This design comes from an exercise in tuning for small area on the open sky130 flow, not from production work. Function was checked by simulation only, so behaviour that the tests miss may differ from the original. Power figures rest on the tool's default switching activity, not on a simulated workload.

==> design.v <==
module axi_pcie_rq_tag_mgr #(
    parameter int unsigned TAG_WIDTH      = 8,
    parameter int unsigned TAGS           = 64,
    parameter int unsigned TIMEOUT_CYCLES = 65536
) (
    input  logic                 clk_i,
    input  logic                 rst_ni,
    input  logic                 req_vld,
    input  logic [10:0]          req_len,
    output logic                 req_rdy,
    output logic [TAG_WIDTH-1:0] alloc_tag,
    input  logic                 cpl_vld,
    input  logic [TAG_WIDTH-1:0] cpl_tag,
    input  logic [10:0]          cpl_len,
    input  logic                 cpl_err,
    output logic                 cpl_unexp,
    output logic                 cpl_overrun,
    output logic [TAG_WIDTH:0]   free_cnt,
    output logic                 timeout_vld,
    output logic [TAG_WIDTH-1:0] timeout_tag
);
    localparam int unsigned IdxW = 6;
    typedef logic [IdxW-1:0] idx_t;
    logic [IdxW-1:0]    fifo_q [64];
    idx_t               head_q, tail_q;
    logic               tw_q;            
    logic [6:0]         cnt_q, cnt_d;
    logic               req_rdy_q;
    logic [1:0]         st_q   [64];     
    logic [10:0]        rem_q  [64];
    logic [15:0]        stl_q  [64];
    logic [15:0]        ts_q;
    idx_t               scan_q;
    logic               unexp_q, overrun_q;
    logic               to_vld_q;
    idx_t               to_tag_q;
    logic        pop, push, wrap;
    idx_t        pop_idx, cpl_idx, push_tag;
    logic        cpl_hit, cpl_rel, cpl_part, cpl_over, cpl_bad;
    logic [10:0] cpl_dw, cpl_rem, req_dw;
    logic [1:0]  scan_st;
    logic        to_hit;
    always_comb begin
        pop     = req_vld && req_rdy_q;
        pop_idx = (tw_q || (head_q < tail_q)) ? fifo_q[head_q] : head_q;
        cpl_idx = cpl_tag[IdxW-1:0];
        cpl_dw  = (cpl_len == 11'd0) ? 11'd1024 : cpl_len;
        req_dw  = (req_len == 11'd0) ? 11'd1024 : req_len;
        cpl_rem = rem_q[cpl_idx];
        cpl_hit   = cpl_vld && (cpl_tag[7:6] == 2'b00) && (st_q[cpl_idx] != 2'd0);
        cpl_bad   = cpl_vld && !cpl_hit;
        cpl_over  = cpl_hit && !cpl_err && (cpl_dw > cpl_rem);
        cpl_rel   = cpl_hit && (cpl_err || (cpl_dw >= cpl_rem));
        cpl_part  = cpl_hit && !cpl_rel;
        wrap      = (ts_q == 16'hFFFF);
        scan_st   = st_q[scan_q];
        to_hit    = !cpl_rel && ((scan_st == 2'd3) ||
                                 ((scan_st == 2'd2) && (ts_q >= stl_q[scan_q])));
        push      = cpl_rel || to_hit;
        push_tag  = cpl_rel ? cpl_idx : scan_q;
        cnt_d = cnt_q;
        if (push && !pop) begin
            cnt_d = cnt_q + 1'b1;
        end else if (pop && !push) begin
            cnt_d = cnt_q - 1'b1;
        end
    end
    always_ff @(posedge clk_i or negedge rst_ni) begin
        if (!rst_ni) begin
            head_q    <= '0;
            tail_q    <= '0;
            tw_q      <= 1'b0;
            cnt_q     <= 7'd64;
            req_rdy_q <= 1'b0;
            unexp_q   <= 1'b0;
            overrun_q <= 1'b0;
            ts_q      <= '0;
            scan_q    <= '0;
            to_vld_q  <= 1'b0;
            to_tag_q  <= '0;
        end else begin
            if (pop) begin
                head_q <= head_q + 1'b1;
            end
            if (push) begin
                tail_q <= tail_q + 1'b1;
                if (tail_q == 6'd63) begin
                    tw_q <= 1'b1;
                end
            end
            cnt_q     <= cnt_d;
            req_rdy_q <= (cnt_d != '0);
            unexp_q   <= cpl_bad;
            overrun_q <= cpl_over;
            ts_q      <= ts_q + 1'b1;
            if (!cpl_rel) begin
                scan_q <= scan_q + 1'b1;
            end
            to_vld_q <= to_hit;
            if (to_hit) begin
                to_tag_q <= scan_q;
            end
        end
    end
    always_ff @(posedge clk_i or negedge rst_ni) begin
        if (!rst_ni) begin
            for (int i = 0; i < 64; i++) begin
                st_q[i] <= 2'd0;
            end
        end else begin
            for (int i = 0; i < 64; i++) begin
                if (pop && (pop_idx == idx_t'(i))) begin
                    st_q[i] <= wrap ? 2'd2 : 2'd1;
                end else if ((cpl_rel && (cpl_idx == idx_t'(i))) ||
                             (to_hit && (scan_q == idx_t'(i)))) begin
                    st_q[i] <= 2'd0;
                end else if (wrap && (st_q[i] != 2'd0) && (st_q[i] != 2'd3)) begin
                    st_q[i] <= st_q[i] + 2'd1;
                end
            end
        end
    end
    always_ff @(posedge clk_i) begin
        if (pop) begin
            rem_q[pop_idx] <= req_dw;
            stl_q[pop_idx] <= ts_q;
        end
        if (cpl_part) begin
            rem_q[cpl_idx] <= cpl_rem - cpl_dw;
        end
        if (push) begin
            fifo_q[tail_q] <= push_tag;
        end
    end
    assign req_rdy     = req_rdy_q;
    assign alloc_tag   = {2'b00, pop_idx};
    assign free_cnt    = {2'b00, cnt_q};
    assign cpl_unexp   = unexp_q;
    assign cpl_overrun = overrun_q;
    assign timeout_vld = to_vld_q;
    assign timeout_tag = {2'b00, to_tag_q};
endmodule
==> run.sh <==
#!/bin/bash
# synth_recipe.tcl (not shown) runs the flow's synth.tcl, then flattens the netlist and writes it again
# the make line also repeats each setting of config.mk as NAME=value (left out here)
make -C /OpenROAD-flow-scripts/flow DESIGN_CONFIG=/design/flow/config.mk WORK_HOME=/design/flow/orfs CLKGATE_MAP_FILE= SYNTH_SCRIPT=/design/flow/synth_recipe.tcl finish
==> config.mk <==
export PLATFORM = sky130hd
export DESIGN_NAME = axi_pcie_rq_tag_mgr
export DESIGN_NICKNAME = axi_pcie_rq_tag_mgr
export VERILOG_FILES = /design/flow/design.v
export SDC_FILE = /design/flow/constraint.sdc
export NUM_CORES = 4
export LEC_CHECK = 0
export CAP_MARGIN = 20
export CORE_MARGIN = 2
export CORE_UTILIZATION = 30
export SLEW_MARGIN = 20
==> constraint.sdc <==
create_clock -name core_clock -period 10.0 [get_ports {clk_i}]
set_input_delay 2.0000 -clock core_clock [delete_from_list [all_inputs] [get_ports {clk_i}]]
set_output_delay 2.0000 -clock core_clock [all_outputs]
set_load 0.01 [all_outputs]
==> notes.md <==
==> cell usage after synthesis, types with 13 or more instances <==
cell / n
xor2_1: 15
nor4_1: 14
nand2_2: 15
mux4_2: 683
nand3_1: 104
o21ai_0: 367
a221oi_1: 13
edfxtp_1: 2112
and3_1: 66
a21oi_1: 75
a32o_1: 22
xnor2_1: 34
mux2i_1: 97
o21ai_1: 34
buf_1: 67
dfrtp_1: 179
nor2b_1: 37
o211ai_1: 15
a32oi_1: 17
o32ai_1: 23
o22ai_1: 124
clkbuf_1: 371
mux2_2: 365
nand4_1: 29
a22oi_1: 62
nor2_1: 198
nor3_1: 56
ha_1: 169
inv_1: 239
a211oi_1: 35
nand2b_1: 24
a31oi_1: 63
buf_2: 69
nand2_1: 589
==> where the power goes <==
part,leakage [nW],switching [mW],internal [mW]
Combinational,15.3,6.30,3.56
Sequential,21.5,0.912,11.7
Clock,3.82,3.89,5.13
Total,40.6,11.1,20.3
==> sequential cells by signal (all words and copies together) (netlist names) <==
name	cells
scan_q	6
req_rdy_q	1
to_vld_q	1
tw_q	1
head_q	6
overrun_q	1
st_q	128
stl_q	1024
to_tag_q	6
unexp_q	1
fifo_q	384
cnt_q	7
rem_q	704
ts_q	16
tail_q	6
==> cell type report <==
| type | instances | area [um^2] | share of cell area (%) |
|---|---|---|---|
| antenna | 14 | 35.0 | 0.0291 |
| clock buffer | 272 | 6180 | 5.14 |
| clock inverter | 166 | 1640 | 1.36 |
| inverter | 248 | 931 | 0.774 |
| multi-input combinational | 3544 | 35100 | 29.2 |
| sequential | 2292 | 68000 | 56.5 |
| tap | 4599 | 5750 | 4.79 |
| timing repair buffer | 306 | 2590 | 2.16 |
==> per-layer routing <==
metal | part of all wire [%] | track usage [%] | up-vias | routed length (um)
met5 | 0.016 | 0 | - | 54
met4 | 5.8 | 9.71 | 8 | 19800
met3 | 7.8 | 3.30 | 732 | 26700
met2 | 47 | 29.8 | 3231 | 160000
met1 | 40 | 24.4 | 33600 | 135000
li1 | - | - | 26200 | -
==> logic make-up after synthesis <==
group | count (synthesis) | share of synthesized area, %
AOI/OAI and AO/OA | 952 | 5.68
xor gates and xnor gates | 49 | 0.406
adders and majority gates | 171 | 2.03
buffers and inverters | 771 | 2.89
DFF | 2292 | 64.3
muxes | 1146 | 19.4
other | 1 | 0.00355
and+or+nand+nor | 1220 | 5.34
==> worst max-delay path by stage <==
stage                         end        from  slack, ns  cells after the start
floorplan            fifo_q[0][0]  cpl_tag[0]      -0.44                     20
global placement    fifo_q[14][0]  cpl_tag[0]       0.79                     16
detailed placement  fifo_q[46][2]  cpl_tag[0]       0.97                     16
CTS                 fifo_q[22][5]  cpl_tag[0]       1.89                     16
global route         fifo_q[5][0]  cpl_tag[0]       1.49                     16
finish               fifo_q[5][1]  cpl_tag[0]       1.76                     16
==> metrics.cfg <==
[status]
status = no timing/DRC/antenna violations

[finish]
drive_gt1_share_pct = 26.3
final_common_cell = edfxtp_1
filler_cell_count = 32900
nets = 6836
fin_cells = 11400
design_area_um2 = 120000
final_cell_mix = 2112 x edfxtp_1, 683 x mux4_2, 588 x nand2_1
utilization_pct = 34.3
syn_to_final_growth_pct = 13.7

[global_routing]
antenna_found_initial = 20
grt_start_max_net_pins = 119
overflow = 0
grt_pass1_vias = 63500
grtUsageTotal_pct = 18.7
grt_pass1_wl_um = 483000

[sta]
min_period_ns = 8.24
worst_hold_slack_ns = 0.448
tightest_slew_ns = 1.15
rsz0062_at_grt = false
clock_skew_ns = 0.128
timing.fmax_mhz = 121
setup_violations = 0
setup_tns_ns = 0
finalWorstSetupSlack_ns = 1.76
drv_slew = 0
timing.final.crit_share_pct = 82.4
hold_viol_final = 0
slew_headroom_pct = 23.2

[critical_path]
timing_worst_setup_path_type = in2reg
ff2ff_path_depth = 17
reg2reg_to = fifo_q[5][1]
worstPathBufferInverterCount = 2
critPathRequiredTime_ns = 10.53
start_kind = primary input
r2r_start = scan_q[0]
regToRegSetupSlack_ns = 2.66
cpMostUsedCell = mux4_2
cpMaxStageDelayCell = nand2_1
cp_top_family = simple AND/OR/NAND/NOR gates
critPathCaptureType = register
crit_arrival_ns = 8.77
crit_fanout = 47
crit_chain = buf_8 -> buf_12 -> mux4_2 -> mux4_2 -> mux4_2 -> ha_1 -> nor2b_1 -> o21ai_0 -> a21oi_1 -> o311ai_0 -> a211oi_1 -> or2_2 -> or2_2 -> a21oi_1 -> nand2_1 -> nor2_1
max_stage_delay_ns = 0.62

[place]
dp.cells = 11000
pre_cts_ws_ns = 0.974
post-dp-hpwl_um = 220000
io_buffers = 57
finalWeightedCongestion = 0.983
dpl_cell_area_um2 = 112000

[clocking]
cts-root-buf = clkbuf_16
cts.sinks = 2292
post_cts_resized = 0
path_clk_slew_ns = 0.06
cts_inserted_buffers = 239
htreeDepth = 4
post_cts_buffers = 0
clk_latency_ns = 0.98
cts_max_path_buffers = 4
hold_buffers = 0
cts_tree = built

[min_path]
hold_class = reg2reg
min_path_cells = 1
hp-start = ts_q[0]
worstHoldEndpoint = ts_q[0]

[die]
die_area_um2 = 357000
die_y_um = 598
rows = 217
io-pin-count = 64
die_x_um = 598
coreArea_um2 = 350000
initial_utilization_pct = 30.2

[route]
drt_iter0_drc = 7798
vias = 63800
drc_errors = 0
post_drt_wl_per_cell_um = 29.9
ant_nets = 0
dr.pass1.iters = 8
wirelength_um = 342000
vias_per_cell = 5.57

[synthesis]
ys.flop_type = edfxtp_1
synth_warnings = 2
yosys.area.top_type = edfxtp_1
synthArstFlopShare_pct = 7.85
syn_inst = 6602
postSynthAreaPerCell_um2 = 16.0
ys_seq_area_share_pct = 64.3
syn_area_um2 = 106000
synth.area.top_cells = edfxtp_1 60%, mux4_2 15%, dfrtp_1 4.2%, mux2_2 3.9%, nand2_1 2.1%
synth_top_cell_area_share_pct = 60.0
synth_cell_type_count = 99
ys_ff_latch = 2292
synth-edff-count = 2112

[run]
maxCapViolCount = 0

[power]
vdd_drop_max_mv = 0.313
pwr_density_cell_nw_per_um2 = 262
leakage_nw = 40.6
finalPower_mw = 31.4

## static timing again, ports no longer ideal
No port has a modelled driver above. Below, the same layout with a new extraction and two added sets of constraints. Step 1 assumes that a clkbuf_16 drives the clock port and a buf_2 every other input. Step 2, shift: input delay + t, output delay - t, t = (earliest + latest rising clock arrival at the registers) / 2. This alone moves slack from input paths to output paths. Slacks: no drivers / after step 1 / after step 2; pairs: no drivers / after step 1.
shift t [ns]: 1.015
setup WS [ns]: 1.759 / 1.582 / 0.567
worst setup path at the end: input to register
After both steps this run still meets setup and hold. For this run, drivers alone change the setup slack by -0.177 ns; drivers and shift together by -1.192 ns.
